This design comes from an exercise in tuning for small area and few clock cycles per item on the open sky130 flow, not from production work.
At most, simulation tests tie the RTL to the original design; equivalence was not proved.
Power is estimated from default activity; no workload was simulated.

## lidar_frame_decoder_top
module lidar_frame_decoder_top (
    input  logic clk,
    input  logic rst_n,
    input  logic cfg_we,
    input  logic [15:0] cfg_wdata,
    input  logic        in_valid,
    output logic        in_ready,
    input  logic [1:0]  in_opcode,
    input  logic [1:0]  in_sensor,
    input  logic [7:0]  in_data,
    output logic        out_valid,
    input  logic        out_ready,
    output logic        out_error,
    output logic [1:0]  out_frame_event,
    output logic [16:0] out_distance,
    output logic [15:0] out_strength,
    output logic [15:0] out_temperature,
    output logic [23:0] out_version,
    output logic [15:0] out_frame_rate,
    output logic [31:0] out_baud_rate,
    output logic [1:0]  out_output_format,
    output logic [7:0]  out_response_count
);
For scale: ~630 flip-flops, roughly 170 I/O pins, roughly 23000 sq um of cells after synthesis.
==> flow/config.mk <==
export PLATFORM = sky130hd
export DESIGN_NAME = lidar_frame_decoder_top
export DESIGN_NICKNAME = lidar_frame_decoder_top
export VERILOG_FILES = /design/flow/design.v
export SDC_FILE = /design/flow/constraint.sdc
export NUM_CORES = 4
export LEC_CHECK = 0
export CAP_MARGIN = 20
export CORE_MARGIN = 2
export CORE_UTILIZATION = 60
export SLEW_MARGIN = 20
==> flow/constraint.sdc <==
create_clock -name core_clock -period 8.0 [get_ports {clk}]
set_input_delay 1.6000 -clock core_clock [delete_from_list [all_inputs] [get_ports {clk}]]
set_output_delay 1.6000 -clock core_clock [all_outputs]
set_load 0.01 [all_outputs]
standard.sh (not shown) runs the stock make flow with config.mk's settings and CLKGATE_MAP_FILE= SYNTH_SCRIPT=/design/flow/synth_recipe.tcl, a recipe that flattens the netlist after the stock synthesis.
==> flow/flow/run.sh <==
#!/bin/bash
# standard layout with these changes: port buffers are buf_1 cells, and CTS uses clkbuf_8
# clusters of at most 18 sinks and inserts no dummy loads
set -e
cp standard.sh standard.sh.log
export BUFFER_PORTS_ARGS="-buffer_cell sky130_fd_sc_hd__buf_1"
export CTS_ARGS="-sink_clustering_enable -repair_clock_nets -dont_use_dummy_load -buf_list sky130_fd_sc_hd__clkbuf_8 -sink_clustering_size 18 -sink_clustering_max_diameter 50"
bash standard.sh > flow_standard.log 2>&1
Edit:
--- a/flow/design.v
+++ b/flow/design.v
@@ -245,20 +245,13 @@
     begin
         addend = pos == 4'd0 ? 8'd0 : sum;
         addend[0] = addend[0] && !adj0;
         addend[1] = addend[1] && !adj14;
         addend[4] = addend[4] && !adj14;
     end
-    logic [16:0] gc;
-    always_comb
-    begin
-        gc[0] = 1'b1;
-        for (int i = 0; i < 16; i++)
-            gc[i+1] = (str[i] && !thresh_reg[i]) || (gc[i] && (str[i] || !thresh_reg[i]));
-    end
-    assign good = gc[16] && str != lfd_pkg::STR_SAT;
+    assign good = str >= thresh_reg && str != lfd_pkg::STR_SAT;
     assign show = is_read && ok && !stale && good;
     always_comb
     begin
         out_error = !ok;
         out_frame_event = (ok && is_byte && last) ? ev : lfd_pkg::EV_NONE;
         out_strength = {16{show}} & str;
Sequential cell count is unchanged.
Total power climbs by 1.1%.
Global-route usage climbs by 1.3 points.
Via count climbs by about 3.4%.
Clock skew drops by 3.4 ps.
Testbench counts after the change, summed over its fixed seeds: cycles 19,240, items 19,232.
No functional check of the RTL was part of the first run of this note.

--- another note on this design; it stands on its own ---

// lidar_frame_decoder_top
module lidar_frame_decoder_top (
    input  logic clk,
    input  logic rst_n,
    input  logic cfg_we,
    input  logic [15:0] cfg_wdata,
    input  logic        in_valid,
    output logic        in_ready,
    input  logic [1:0]  in_opcode,
    input  logic [1:0]  in_sensor,
    input  logic [7:0]  in_data,
    output logic        out_valid,
    input  logic        out_ready,
    output logic        out_error,
    output logic [1:0]  out_frame_event,
    output logic [16:0] out_distance,
    output logic [15:0] out_strength,
    output logic [15:0] out_temperature,
    output logic [23:0] out_version,
    output logic [15:0] out_frame_rate,
    output logic [31:0] out_baud_rate,
    output logic [1:0]  out_output_format,
    output logic [7:0]  out_response_count
);
clock: 8.0 ns
lec_check: 0
cap_margin: 20
core_margin: 2
core_utilization: 60
slew_margin: 20
standard.sh (not shown) runs the stock make flow with config.mk's settings and CLKGATE_MAP_FILE= SYNTH_SCRIPT=/design/flow/synth_recipe.tcl, a recipe that flattens the netlist after the stock synthesis.
==> flow/flow/run.sh <==
#!/bin/bash
# standard layout with these changes: port buffers are buf_1 cells, and CTS uses clkbuf_8
# clusters of at most 18 sinks and inserts no dummy loads
set -e
cp standard.sh standard.sh.log
export BUFFER_PORTS_ARGS="-buffer_cell sky130_fd_sc_hd__buf_1"
export CTS_ARGS="-sink_clustering_enable -repair_clock_nets -dont_use_dummy_load -buf_list sky130_fd_sc_hd__clkbuf_4 -sink_clustering_size 10 -sink_clustering_max_diameter 40"
bash standard.sh > flow_standard.log 2>&1
The starting point ran to the end with no violations.
Testbench counts at the start, summed over its fixed seeds: cycles 19,240, items 19,232.
Change:
--- a/flow/flow/run.sh
+++ b/flow/flow/run.sh
@@ -7 +7 @@
-export CTS_ARGS="-sink_clustering_enable -repair_clock_nets -dont_use_dummy_load -buf_list sky130_fd_sc_hd__clkbuf_4 -sink_clustering_size 10 -sink_clustering_max_diameter 40"
+export CTS_ARGS="-sink_clustering_enable -repair_clock_nets -dont_use_dummy_load -buf_list sky130_fd_sc_hd__clkbuf_8 -sink_clustering_size 18 -sink_clustering_max_diameter 50"
Total power increases slightly; flip-flop and latch count is unchanged; clock skew falls by 0.038 ns; die area does not change; routed wire length barely changes.

-- separate check: timing with driven ports --
Ports are ideal in the flow. The routed layouts listed here were re-timed in OpenROAD.
Step 1: set_driving_cell puts a clkbuf_16 on clk and a buf_2 on each other input, an assumption about the parent block.
Step 2 times the ports against the registers' clock, not the clock port: input delays grow and output delays shrink by t, the midpoint of the rising clock arrivals with the driver on.
a / b / c = ideal ports / drivers / drivers and shift; a / b = the first two.
| run | t (ns) | setup WS [ns] | hold WS [ns] | worst slew at a driven data input, ns | cell pins on the clock port's net |
|---|---|---|---|---|---|
| the first run of note 1 | 0.678 | 1.725 / 1.669 / 2.348 | 0.424 / 0.424 / 0.424 | 0.03 | 1 |
| the second run of note 1 | 0.689 | 1.297 / 1.245 / 1.934 | 0.403 / 0.403 / 0.403 | 0.04 | 1 |
| the first run of note 2 | 0.792 | 2.089 / 2.038 / 2.208 | 0.382 / 0.382 / 0.382 | 0.08 | 1 |
| the second run of note 2 | 0.685 | 2.202 / 2.152 / 2.232 | 0.425 / 0.425 / 0.425 | 0.08 | 1 |
After both steps setup and hold are still met in every run listed.
